Context: an optimization exercise on an open-source flow, tuned for small area and a short achievable clock period. The choices shown serve that exercise and are no tape-out recipe. Only simulation tests tie the RTL to the original design; equivalence was not proved. No activity file was given, so power comes from the tool's default toggle rates.

===== design/flow/flow/run.sh =====
#!/bin/bash
# The standard layout, except that the delay cells (clkdlybuf4s*,
# dlygate*, dlymetal*) are kept out of the layout steps: otherwise the
# port buffers come out as clkdlybuf4s50_1, which is large and slow.
# The synthesis is the standard one, run first and unchanged.
# DONT_USE_CELLS goes on make's command line (ORFS unsets the environment
# copy between steps), so it repeats the platform's own list.
set -o pipefail
bash standard.sh synth > synth.log 2>&1 || exit 1
DU="sky130_fd_sc_hd__probe_p_8 sky130_fd_sc_hd__probec_p_8 sky130_fd_sc_hd__lpflow_bleeder_1 sky130_fd_sc_hd__lpflow_clkbufkapwr_1 sky130_fd_sc_hd__lpflow_clkbufkapwr_16 sky130_fd_sc_hd__lpflow_clkbufkapwr_2 sky130_fd_sc_hd__lpflow_clkbufkapwr_4 sky130_fd_sc_hd__lpflow_clkbufkapwr_8 sky130_fd_sc_hd__lpflow_clkinvkapwr_1 sky130_fd_sc_hd__lpflow_clkinvkapwr_16 sky130_fd_sc_hd__lpflow_clkinvkapwr_2 sky130_fd_sc_hd__lpflow_clkinvkapwr_4 sky130_fd_sc_hd__lpflow_clkinvkapwr_8 sky130_fd_sc_hd__lpflow_decapkapwr_12 sky130_fd_sc_hd__lpflow_decapkapwr_3 sky130_fd_sc_hd__lpflow_decapkapwr_4 sky130_fd_sc_hd__lpflow_decapkapwr_6 sky130_fd_sc_hd__lpflow_decapkapwr_8 sky130_fd_sc_hd__lpflow_inputiso0n_1 sky130_fd_sc_hd__lpflow_inputiso0p_1 sky130_fd_sc_hd__lpflow_inputiso1n_1 sky130_fd_sc_hd__lpflow_inputiso1p_1 sky130_fd_sc_hd__lpflow_inputisolatch_1 sky130_fd_sc_hd__lpflow_isobufsrc_1 sky130_fd_sc_hd__lpflow_isobufsrc_16 sky130_fd_sc_hd__lpflow_isobufsrc_2 sky130_fd_sc_hd__lpflow_isobufsrc_4 sky130_fd_sc_hd__lpflow_isobufsrc_8 sky130_fd_sc_hd__lpflow_isobufsrckapwr_16 sky130_fd_sc_hd__lpflow_lsbuf_lh_hl_isowell_tap_1 sky130_fd_sc_hd__lpflow_lsbuf_lh_hl_isowell_tap_2 sky130_fd_sc_hd__lpflow_lsbuf_lh_hl_isowell_tap_4 sky130_fd_sc_hd__lpflow_lsbuf_lh_isowell_4 sky130_fd_sc_hd__lpflow_lsbuf_lh_isowell_tap_1 sky130_fd_sc_hd__lpflow_lsbuf_lh_isowell_tap_2 sky130_fd_sc_hd__lpflow_lsbuf_lh_isowell_tap_4 sky130_fd_sc_hd__clkdlybuf4s15_1 sky130_fd_sc_hd__clkdlybuf4s15_2 sky130_fd_sc_hd__clkdlybuf4s18_1 sky130_fd_sc_hd__clkdlybuf4s18_2 sky130_fd_sc_hd__clkdlybuf4s25_1 sky130_fd_sc_hd__clkdlybuf4s25_2 sky130_fd_sc_hd__clkdlybuf4s50_1 sky130_fd_sc_hd__clkdlybuf4s50_2 sky130_fd_sc_hd__dlygate4sd1_1 sky130_fd_sc_hd__dlygate4sd2_1 sky130_fd_sc_hd__dlygate4sd3_1 sky130_fd_sc_hd__dlymetal6s2s_1 sky130_fd_sc_hd__dlymetal6s4s_1 sky130_fd_sc_hd__dlymetal6s6s_1"
bash standard.sh "DONT_USE_CELLS=$DU" finish > layout.log 2>&1 || exit 1

===== design/flow/standard.sh =====
#!/bin/bash
# synth_recipe.tcl (not shown) runs the flow's synth.tcl, then flattens the netlist and writes it again
# the make line also repeats each setting of config.mk as NAME=value (left out here)
make -C /OpenROAD-flow-scripts/flow DESIGN_CONFIG=/design/flow/config.mk WORK_HOME=/design/flow/orfs CLKGATE_MAP_FILE= SYNTH_SCRIPT=/design/flow/synth_recipe.tcl "${@:-finish}"

===== design/flow/config.mk =====
export PLATFORM = sky130hd
export DESIGN_NAME = issue_queue_top
export DESIGN_NICKNAME = issue_queue_top
export VERILOG_FILES = /design/flow/design.v
export SDC_FILE = /design/flow/constraint.sdc
export NUM_CORES = 4
export LEC_CHECK = 0
export CAP_MARGIN = 20
export CELL_PAD_IN_SITES_DETAIL_PLACEMENT = 2
export CELL_PAD_IN_SITES_GLOBAL_PLACEMENT = 4
export CORE_MARGIN = 2
export CORE_UTILIZATION = 25
export PLACE_DENSITY = 0.45
export SETUP_SLACK_MARGIN = 2.5
export SLEW_MARGIN = 20

===== design/flow/constraint.sdc =====
create_clock -name core_clock -period 6.0 [get_ports {clk}]
set_input_delay 1.2000 -clock core_clock [delete_from_list [all_inputs] [get_ports {clk}]]
set_output_delay 1.2000 -clock core_clock [all_outputs]
set_load 0.01 [all_outputs]

===== design/flow/design.v =====
`timescale 1ns/1ps
module issue_queue_top (
    input  logic                                   clk,
    input  logic                                   reset_n,
    input  logic                                   dispatch_valid,
    input  logic [137-1:0]                   dispatch_req,
    input  logic [4*39-1:0]     wake,
    output logic [3-1:0]                  issue_valid,
    output logic [3*139-1:0]        issue_pkt,
    output logic                                   queue_full
);
    localparam int D  = 16;
    localparam int NW = 4;
    localparam int NF = 3;
    localparam int RW = 137;
    logic [NW-1:0]   wv;
    logic [5:0]      wt [NW];
    logic [31:0]     wd [NW];
    logic [NW-1:0]   we_bus;
    always_comb begin
        for (int w = 0; w < NW; w++) begin
            wv[w] = wake[w*39+38];
            wt[w] = wake[w*39+32 +: 6];
            wd[w] = wake[w*39 +: 32];
        end
        for (int w = 0; w < NW; w++) begin
            we_bus[w] = wv[w];
            for (int v = 0; v < w; v++) begin
                if (wv[v] && wt[v] == wt[w]) we_bus[w] = 1'b0;
            end
        end
    end
    logic [D-1:0]     valid, r1, r2;
    logic [RW-1:0]    ent [D];       
    logic [RW-1:0]    entv [D];      
    logic [1:0]       efu [D];       
    logic [31:0]      sv1 [D];       
    logic [31:0]      sv2 [D];
    logic [63:0]      sb;            
    logic [1:0]       fu_cnt;
    logic [NF-1:0]    iv_q;          
    logic [D-1:0]     free_q;        
    logic             full_q;        
    logic [D-1:0]     cand_q [NF];   
    logic [RW-1:0]    pk_q [NF];     
    logic [5:0]  req_rd, req_rs1, req_rs2;
    logic [6:0]  req_opc;
    logic [NW-1:0] m1n, m2n;
    logic        hit1n, hit2n, rdy1n, rdy2n;
    logic [RW-1:0] req_n;
    logic [D-1:0] wen;
    logic        full;
    assign req_rd  = dispatch_req[119:114];
    assign req_rs1 = dispatch_req[113:108];
    assign req_rs2 = dispatch_req[75:70];
    assign req_opc = dispatch_req[126:120];
    always_comb begin
        for (int w = 0; w < NW; w++) begin
            m1n[w] = we_bus[w] && (wt[w] == req_rs1);
            m2n[w] = we_bus[w] && (wt[w] == req_rs2);
        end
        hit1n = |m1n;
        hit2n = |m2n;
        req_n = dispatch_req;
    end
    assign rdy1n = sb[req_rs1] || hit1n;
    assign rdy2n = (req_opc == 7'b0010011) || (req_opc == 7'b0000011) ||
                   sb[req_rs2] || hit2n;
    assign full = full_q;
    assign queue_full = full_q;
    assign wen = {D{dispatch_valid}} & free_q;
    logic [NW-1:0] m1 [D];
    logic [NW-1:0] m2 [D];
    logic [D-1:0]  wk1, wk2;
    always_comb begin
        for (int i = 0; i < D; i++) begin
            for (int w = 0; w < NW; w++) begin
                m1[i][w] = we_bus[w] && (wt[w] == ent[i][113:108]);
                m2[i][w] = we_bus[w] && (wt[w] == ent[i][75:70]);
            end
            wk1[i] = !r1[i] && (|m1[i]);
            wk2[i] = !r2[i] && (|m2[i]);
        end
    end
    logic [D-1:0] g [NF];
    logic [D-1:0] grant;
    always_comb begin
        grant = '0;
        for (int f = 0; f < NF; f++) begin
            for (int i = 0; i < D; i++) begin
                g[f][i] = cand_q[f][i];
                for (int j = 0; j < i; j++) begin
                    if (cand_q[f][j]) g[f][i] = 1'b0;
                end
            end
            grant = grant | g[f];
        end
    end
    logic [D-1:0] valid_n, r1_n, r2_n, free_n;
    logic [1:0]   efu_n [D];
    logic [D-1:0] frx;
    always_comb begin
        valid_n = (valid & ~grant) | wen;
        frx = (~valid & ~wen) | cand_q[0] | cand_q[1] | cand_q[2];
        for (int i = 0; i < D; i++) begin
            r1_n[i]  = wen[i] ? rdy1n : (r1[i] | wk1[i]);
            r2_n[i]  = wen[i] ? rdy2n : (r2[i] | wk2[i]);
            efu_n[i] = wen[i] ? fu_cnt : efu[i];
            free_n[i] = frx[i];
            for (int j = 0; j < i; j++) begin
                if (frx[j]) free_n[i] = 1'b0;
            end
        end
    end
    logic [RW-1:0] pk_n [NF];
    always_comb begin
        for (int f = 0; f < NF; f++) begin
            pk_n[f] = '0;
            for (int i = 0; i < D; i++) begin
                pk_n[f] = pk_n[f] | ({RW{g[f][i]}} & entv[i]);
            end
        end
    end
    always_ff @(posedge clk or negedge reset_n) begin
        if (!reset_n) begin
            valid  <= '0;
            r1     <= '0;
            r2     <= '0;
            free_q <= 16'(1);
            full_q <= 1'b0;
            for (int f = 0; f < NF; f++) cand_q[f] <= '0;
            sb     <= '1;
            fu_cnt <= '0;
            iv_q <= '0;
            for (int f = 0; f < NF; f++) pk_q[f] <= '0;
        end else begin
            valid  <= valid_n;
            r1     <= r1_n;
            r2     <= r2_n;
            free_q <= free_n;
            full_q <= ~|frx;
            for (int f = 0; f < NF; f++) begin
                for (int i = 0; i < D; i++) begin
                    cand_q[f][i] <= valid_n[i] && r1_n[i] && r2_n[i] && (efu_n[i] == 2'(f));
                end
            end
            for (int w = 0; w < NW; w++) begin
                if (wv[w]) sb[wt[w]] <= 1'b1;
            end
            if (dispatch_valid && !full) begin
                sb[req_rd] <= 1'b0;
                fu_cnt <= (fu_cnt == 2'd2) ? 2'd0 : fu_cnt + 2'd1;
            end
            for (int f = 0; f < NF; f++) begin
                iv_q[f] <= |g[f];
                pk_q[f] <= pk_n[f];
            end
        end
    end
    logic [31:0] nv1 [D];
    logic [31:0] nv2 [D];
    always_comb begin
        for (int i = 0; i < D; i++) begin
            logic h1, h2;
            h1 = !wen[i] && !wk1[i];
            h2 = !wen[i] && !wk2[i];
            nv1[i] = ({32{wen[i] && !hit1n}} & dispatch_req[107:76]) |
                     ({32{h1}} & sv1[i]);
            nv2[i] = ({32{wen[i] && !hit2n}} & dispatch_req[69:38]) |
                     ({32{h2}} & sv2[i]);
            for (int w = 0; w < NW; w++) begin
                nv1[i] = nv1[i] | ({32{wen[i] ? m1n[w] : (!r1[i] && m1[i][w])}} & wd[w]);
                nv2[i] = nv2[i] | ({32{wen[i] ? m2n[w] : (!r2[i] && m2[i][w])}} & wd[w]);
            end
        end
    end
    always_ff @(posedge clk) begin
        for (int i = 0; i < D; i++) begin
            sv1[i] <= nv1[i];
            sv2[i] <= nv2[i];
            if (wen[i]) begin
                ent[i] <= req_n;
                efu[i] <= fu_cnt;
            end
        end
    end
    always_comb begin
        for (int i = 0; i < D; i++) begin
            entv[i] = ent[i];
            entv[i][107:76] = sv1[i];
            entv[i][69:38] = sv2[i];
        end
    end
    always_comb begin
        for (int f = 0; f < NF; f++) begin
            issue_valid[f] = iv_q[f];
            issue_pkt[f*139 +: 139] = {pk_q[f], iv_q[f] ? 2'(f) : 2'd0};
        end
    end
endmodule

==> notes.md, run 1 <==
YS warnings - 17
total number of vias - 188k
Primary FF master, synth - edfxtp_1
Hold Crit Class - input port to async pin
post-synthesis sequential area ratio - 44.0%
Post-Syn Area - 0.162 mm^2
Clock Latency Late Sink - 1100 ps
most common cell after layout, fill and taps aside - nand2_1
clock network power share - 27.8%
Total Wirelength - 1470 mm
max-cap viol count - 0
Critical R2R Launch - cand_q[2][0]
critical path's slowest cell - nand4_1
largest net degree at the start of global routing - 116
hpwl dp - 921 mm
Post-Layout Inst Area - 0.203 mm^2
nets - 17.9k
Die Height - 808 um
Peak VDD IR - 349 uV
share of layout cells above drive strength 1 - 16.9%
async set or reset register ratio after synthesis - 21.1%
clk slew on worst S/H paths - 60 ps
RSZ-0062 raised after global routing - yes
sequential power share - 34.2%
Cell Int Power - 50.8 mW
min Tclk post-route - 4090 ps
# fillers - 69.6k
Hold Buf Count CTS - 0
Slew Limit Fails - 0
worst-margin pin slew - 1390 ps
CP top delay family - simple AND/OR/NAND/NOR gates
GR Util met1 - 51.6%
die area - 0.653 mm^2
met3 usage - 12.6%
Layout area overhead - 25.8%
crit path launch - cand_q[2][0]
DRC Markers - 0
setup violators final - 0
Gate Count Post-Synth - 16.9k
CP cell instances - or4_4 > or3_4 > or4_4 > buf_2 > nor3b_4 > buf_12 > buf_6 > buf_16 > a222oi_1 > and3_1 > nand4_1
Post-synth EDFFs - 1168
Root Buffer - clkbuf_16
status - finished clean
CP Data Arrival Time - 4960 ps
Design Power - 90.6 mW
number of I/O port buffers - 712
CTS tree - done
net switching power - 39.8 mW
Syn Area/Cell - 9.55 um^2
CP peak stage delay - 610 ps
Max-slew headroom - 7.57%
initial drt markers - 31.0k
Layout Skew - 93.9 ps
GR Overflow Total - 0
first-pass GRT wire length - 1880 mm
# rows - 295
Core Util, Final - 31.5%
CP startpoint kind - flip-flop
Crit Path Max Fanout - 9
logic gate share of total power - 38.0%
Max Clk Rate - 245 MHz
total track usage - 42.3%
Tcrit/Tclk final - 68.1%
Die X - 808 um
IO Pins - 717
worst path bufs/invs - 4
CP Capture Type - flip-flop
Initial Util - 25.1%
H-tree levels - 5
Critical Path RT - 6880 ps
drt first pass iters - 14
gp weighted congestion - 0.949
Most Crowded Layer GR - met2
vias in the first global route - 187k
critical path class - flip-flop to flip-flop
placed cell areas - 0.178 mm^2
Pwr Density - 446 mW/mm^2
routed len/inst - 55.1 um
setup_tns - 0 ps
Vias/cell - 7.04
CTS Buf Count - 382
sw frac - 44.0%
most frequent CP cell - or4_4
Synth Register Bits - 2817
core box area - 0.644 mm^2
final hold vios - 0
Netlist cell types - 86
ANT nets after route - 0
met2 Track Usage GR - 63.7%
clk buf depth - 4
initial antenna violation count - 232
CTS Sinks - 2817
commonest non-fill, non-tap cells in the layout - nand2_1 (2285), a22oi_1 (2048), edfxtp_1 (1168)
Leak - 74.9 nW
worst reg2reg max path, cell delays in order, from the launching register on:
cell	delay [ps]
dfrtp_4	510
or4_4	540
or3_4	360
or4_4	540
buf_2	170
nor3b_4	300
buf_12	230
buf_6	140
buf_16	170
a222oi_1	130
and3_1	210
nand4_1	610
area by class of cell:
cell class	instances	area (um^2)	share of cell area (%)
sequential	2817	71200	35.0
inverter	103	489	0.241
tap	8613	10800	5.30
multi-input combinational	11600	84400	41.6
clock buffer	552	11300	5.55
clock inverter	159	2030	0.998
timing repair buffer	2605	22600	11.1
antenna	160	400	0.197
cell families (layout without fill, tap and decap cells):
kind of cell / after synthesis / in the layout / synth area share (%)
xor+xnor: 877 / 877 / 4.76
mux: 62 / 62 / 0.586
flops: 2817 / 2817 / 44.0
fa+ha+maj: 20 / 20 / 0.155
simple gates: 4267 / 4268 / 12.0
compound gates: 6412 / 6413 / 32.5
buf+inv: 2466 / 3419 / 5.97
other cells: 1 / 164 / 0.00232
power by group through the flow:
| stage | logic (mW) | clock network [mW] | registers (mW) |
|---|---|---|---|
| after detailed placement | 29.3 | 0 | 31.2 |
| after global placement | 29.0 | 0 | 30.9 |
| final | 34.4 | 25.2 | 31.0 |
| after global routing | 34.7 | 26.1 | 31.4 |
| after CTS | 31.8 | 25.4 | 30.6 |
| after floorplan | 14.2 | 0 | 28.9 |
synthesized netlist by cell type, drive strengths merged (23+ instances only):
cell     count  area share [%]
a31oi       23           0.089
edfxtp    1168              22
a22oi     2074             9.6
dfrtp      528             8.2
a221oi     471             2.6
nand4      295             1.1
o211ai      84            0.39
dfxtp     1056              13
o22ai      128            0.50
and3       353             1.4
clkbuf    1852             4.3
dfstp       65             1.1
nor4        57            0.23
nand3      545             1.7
nor3b       23            0.11
a221o     1121             6.9
or4         36            0.17
nand2     2332             5.4
a21o       138            0.64
inv        102            0.24
xnor2      489             2.7
a222oi     931             5.8
mux2i       27            0.17
a21oi      772             2.4
nor3       167            0.53
o21ai       49            0.15
nor2       310            0.72
xor2       388             2.1
o2111ai    185             1.0
a22o       329             1.8
mux4        25            0.35
and2        53            0.21
buf        511             1.4
registers in the layout, indices dropped and copies added, names as in the netlist, 2 cells and up:
| signal | count |
|---|---|
| ent | 1168 |
| sv1 | 512 |
| sv2 | 512 |
| pk_q | 411 |
| sb | 64 |
| cand_q | 48 |
| efu | 32 |
| free_q | 16 |
| r1 | 16 |
| r2 | 16 |
| valid | 16 |
| iv_q | 3 |
| fu_cnt | 2 |
worst paths after layout:
path,to,slack (ps),cells past startpoint
hold reg to reg,efu[7][0],500,2
min in group core_clock,sv1[15][12],400,2
setup reg to reg,pk_q[2][86],1910,11
max in group asynchronous,cand_q[1][1],4310,2
hold / removal,pk_q[1][108],150,1
setup / recovery,pk_q[2][86],1910,11
through the flow:
step / hold slack (ps) / cells / worst slack [ps]
2_1_floorplan: 439 / 16900 / 2430
3_5_place_dp: 493 / 25100 / 263
4_1_cts: 123 / 26300 / 2150
3_3_place_gp: 465 / 25100 / -358
5_1_grt: 193 / 26600 / 1970
6_report: 154 / 26700 / 1910
layer usage:
metal | routed length (um) | part of all wire, %
met5 | 923 | 0.063
met4 | 122000 | 8.3
met3 | 149000 | 10
met2 | 628000 | 43
met1 | 569000 | 39
what timing repair did:
| item | in CTS | in global routing |
|---|---|---|
| endpoints found under the hold margin | 0 | 0 |
| gates cloned | 55 | 27 |
| pin swaps | 272 | 159 |
| setup endpoints to repair | 1598 | 1309 |
| setup buffers | 438 | 151 |
| gates resized for setup | 744 | 449 |
==> run 2: changes to the inputs <==
--- a/design/flow/config.mk
+++ b/design/flow/config.mk
@@ -10,6 +10,6 @@
 export CELL_PAD_IN_SITES_GLOBAL_PLACEMENT = 4
 export CORE_MARGIN = 2
-export CORE_UTILIZATION = 25
-export PLACE_DENSITY = 0.45
+export CORE_UTILIZATION = 20
+export PLACE_DENSITY = 0.4
 export SETUP_SLACK_MARGIN = 2.5
 export SLEW_MARGIN = 20
==> run 2 against run 1 <==
  * Worst hold slack better by 170 ps
  * Cell count up 9.2%
  * Fmax up 4.7%
==> notes.md, run 2 <==
Synth top cells by count - nand2_1 (2332), a22oi_1 (2074), clkbuf_1 (1852)
depth of the most critical reg-to-reg path - 12 (+1)
max-cap viol count - 0 (unchanged)
die area - 0.815 mm^2 (+25%)
CTS tree - done
most common cell after layout, fill and taps aside - nand2_1
worst-margin pin slew - 1290 ps (-97.2 ps)
Vias/cell - 6.44 (-8.6%)
CP Data Arrival Time - 4900 ps (-60 ps)
Synth Area in Simple Gates - 12.0% (unchanged)
crit path launch - cand_q[2][1]
ANT nets after route - 0 (unchanged)
# rows - 330 (+12%)
Synth area leader - edfxtp_1
R2R Setup Slk - 2100 ps (+180 ps)
Tcrit/Tclk final - 65.0% (-3.1 points)
Yosys top cell area share - 21.7% (unchanged)
setup_tns - 0 ps (unchanged)
CP startpoint kind - flip-flop
Synth Register Bits - 2817 (unchanged)
Post-Syn Area - 0.162 mm^2 (unchanged)
Root Buffer - clkbuf_16
Crit path depth - 12 (+1)
most frequent cell after synthesis - nand2_1
Post-synth EDFFs - 1168 (unchanged)
H-tree levels - 5 (unchanged)
mux share of post-synthesis cell area - 0.586% (unchanged)
hpwl dp - 1020 mm (+10%)
Hold Crit Class - input port to async pin
CP peak stage delay - 630 ps (+20 ps)
CTS Sinks - 2817 (unchanged)
min Tclk post-route - 3900 ps (-184 ps)
initial drt markers - 29.1k (-6.2%)
setup violators final - 0 (unchanged)
post-synthesis sequential area ratio - 44.0% (unchanged)
dominant cells by area after synthesis - edfxtp_1 (22%), dfxtp_1 (13%), a22oi_1 (9.6%), dfrtp_1 (8.2%), a221o_1 (6.9%)
IO Pins - 717 (unchanged)
flip-flop count of the largest register after layout - 1168 (unchanged)
largest net degree at the start of global routing - 116 (unchanged)
Design Power - 92.7 mW (+2.4%)
Initial Util - 20.0% (-5.0 points)
number of I/O port buffers - 712 (unchanged)
RSZ-0062 raised after global routing - yes
XOR/XNOR share of the synthesized area - 4.76% (unchanged)
Layout Skew - 91.3 ps (-2.69 ps)
Max-slew headroom - 14.1% (+6.5 points)
nets - 18.1k (+1.0%)
# fillers - 88.4k (+27%)
GR Overflow Total - 0 (unchanged)
Clock Latency Late Sink - 1130 ps (+30 ps)
vias in the first global route - 186k (-0.56%)
CTS Buf Count - 407 (+6.5%)
Peak VDD IR - 268 uV (-23%)
CP cell instances - or4_4 > buf_1 > buf_6 > buf_1 > nor2_4 > buf_8 > a222oi_1 > o211ai_1 > a221oi_1 > buf_1 > and3_1 > nand4_1
total track usage - 37.1% (-5.1 points)
Slew Limit Fails - 0 (unchanged)
DRC Markers - 0 (unchanged)
Die Height - 903 um (+12%)
worst path bufs/invs - 5 (+1)
Pwr Density - 446 mW/mm^2 (about the same)
CP top delay family - simple AND/OR/NAND/NOR gates
post-synthesis compound-gate area fraction - 32.5% (unchanged)
Biggest register - ent
routed len/inst - 55.5 um (+0.69%)
Netlist cell types - 86 (unchanged)
Syn Area/Cell - 9.55 um^2 (unchanged)
Die X - 903 um (+12%)
critical path's slowest cell - buf_8
first-pass GRT wire length - 2020 mm (+7.8%)
most frequent CP cell - buf_1
async set or reset register ratio after synthesis - 21.1% (unchanged)
Gate Count Post-Synth - 16.9k (unchanged)
Worst Setup EP - pk_q[2][99]
final hold vios - 0 (unchanged)
Max Clk Rate - 256 MHz (+4.7%)
initial antenna violation count - 254 (+9.5%)
Critical Path RT - 7000 ps (+120 ps)
Total Wirelength - 1620 mm (+10%)
adder-cell area share of the yosys netlist - 0.155% (unchanged)
clk buf depth - 4 (unchanged)
drt first pass iters - 12 (-2)
Critical R2R Launch - cand_q[2][1]
FF-to-FF End - pk_q[2][99]
commonest non-fill, non-tap cells in the layout - nand2_1 (2279), a22oi_1 (2070), edfxtp_1 (1168)
critical path class - flip-flop to flip-flop
gp weighted congestion - 0.914 (-3.7%)
Leak - 75.9 nW (+1.5%)
largest family of logic cells by synthesized area - compound AO/OA/AOI/OAI gates
YS warnings - 17 (unchanged)
Crit Path Max Fanout - 47 (+38)
core box area - 0.806 mm^2 (+25%)
share of layout cells above drive strength 1 - 17.2% (+0.39 points)
top flop regs - ent: 1168 flops, sv1: 512 flops, sv2: 512 flops
Primary FF master, synth - edfxtp_1
CP Capture Type - flip-flop
status - finished clean
clk slew on worst S/H paths - 60 ps (about the same)
Layout area overhead - 28.8%
total number of vias - 187k (-0.14%)
-- run 2: cell types whose count changed in the layout (fill, tap and decap cells not counted), sizes merged --
cell      change
clkinvlp      -3
and2          -1
inv          -12
clkinv       +29
bufbuf        +5
buf         +168
clkbuf       +20
or3           +2
o21a          -1
bufinv        +2
diode        +69
-- run 2: cell type report --
type	instances	area, um^2	area share, %
well taps	10800	13500	6.49
repair buffers	2761	24100	11.6
clock buffers	589	11700	5.60
flip-flops and latches	2817	71200	34.2
diodes	229	573	0.275
clock inverters	175	2040	0.982
inverters	103	527	0.253
multi-input cells	11600	84500	40.6
-- run 2: worst min-delay path by stage --
| stage | depth (start not counted) | to |
|---|---|---|
| 2_1_floorplan | 2 | efu[4][1] |
| 6_report | 1 | pk_q[1][20] |
| 3_3_place_gp | 2 | efu[10][0] |
| 3_5_place_dp | 2 | efu[4][1] |
| 5_1_grt | 1 | pk_q[1][20] |
| 4_1_cts | 1 | pk_q[1][20] |
-- run 2: what timing repair did --
item / 4_1_cts / 5_1_grt
resized for setup: 771 / 450
pin swaps: 247 / 167
endpoints found under the setup margin: 1546 / 1206
buffers inserted: 406 / 294
gates cloned: 53 / 37
hold buffers: 0 / 0
-- run 2: power breakdown --
| group | switching, mW | internal (mW) |
|---|---|---|
| Clock | 11.1 | 14.8 |
| Combinational | 24.4 | 11.2 |
| Sequential | 6.06 | 25.2 |
-- run 2: cells by family after synthesis --
logic type                 Yosys count
buffers and inverters             2466
and+or+nand+nor                   4267
xor gates and xnor gates           877
DFF                               2817
AOI/OAI and AO/OA                 6412
other                                1
muxes                               62
adders and majority gates           20
-- run 2: through the flow --
step	hold slack, ps	std cells	setup slack [ps]	util, %	instance area [um^2]
4_1_cts	259	28500	2270	25.2	203000
5_1_grt	312	29000	2140	25.8	208000
3_3_place_gp	465	27300	187	22.4	181000
2_1_floorplan	439	16900	2430	-	162000
3_5_place_dp	482	27300	139	22.4	181000
6_report	319	29100	2100	25.8	208000
-- run 2: layer usage --
layer | global-route usage [%] | wire length [um] | part of all wire, % | up-vias
met5 | 0 | 704 | 0.044 | -
met3 | 8.71 | 136000 | 8.5 | 3286
li1 | - | - | - | 69900
met1 | 47.3 | 658000 | 41 | 102000
met2 | 58.1 | 713000 | 44 | 12500
met4 | 20.3 | 107000 | 6.6 | 54

[what the ideal ports hide]
No port has a modelled driver above. Below, the same layouts with a new extraction and two added sets of constraints. Step 1 sets driving cells, clkbuf_16 on the clock port and buf_2 on the other inputs (assumed; they add their load-dependent delay and slew). Step 2 adds t to the input delays and takes it off the output delays; t is the mean of the earliest and latest rising clock arrival at the registers after step 1. Input paths then give back, and output paths get back, about the clock's delay inside the block. Three values: ideal, step 1, step 2; two values: the first two.
run | t, ns | setup slack, ns | clock arrival spread, ns | pins driven straight from the clock port
run 1 | 1.209 | 1.913 / 1.913 / 1.220 | 0.119 / 0.118 | 1
run 2 | 1.246 | 2.097 / 2.097 / 1.190 | 0.099 / 0.100 | 1
After both steps every run listed still meets setup and hold. The setup slack of run 2, which loses most, moves by 0.000 ns with the drivers and by -0.907 ns with both steps.
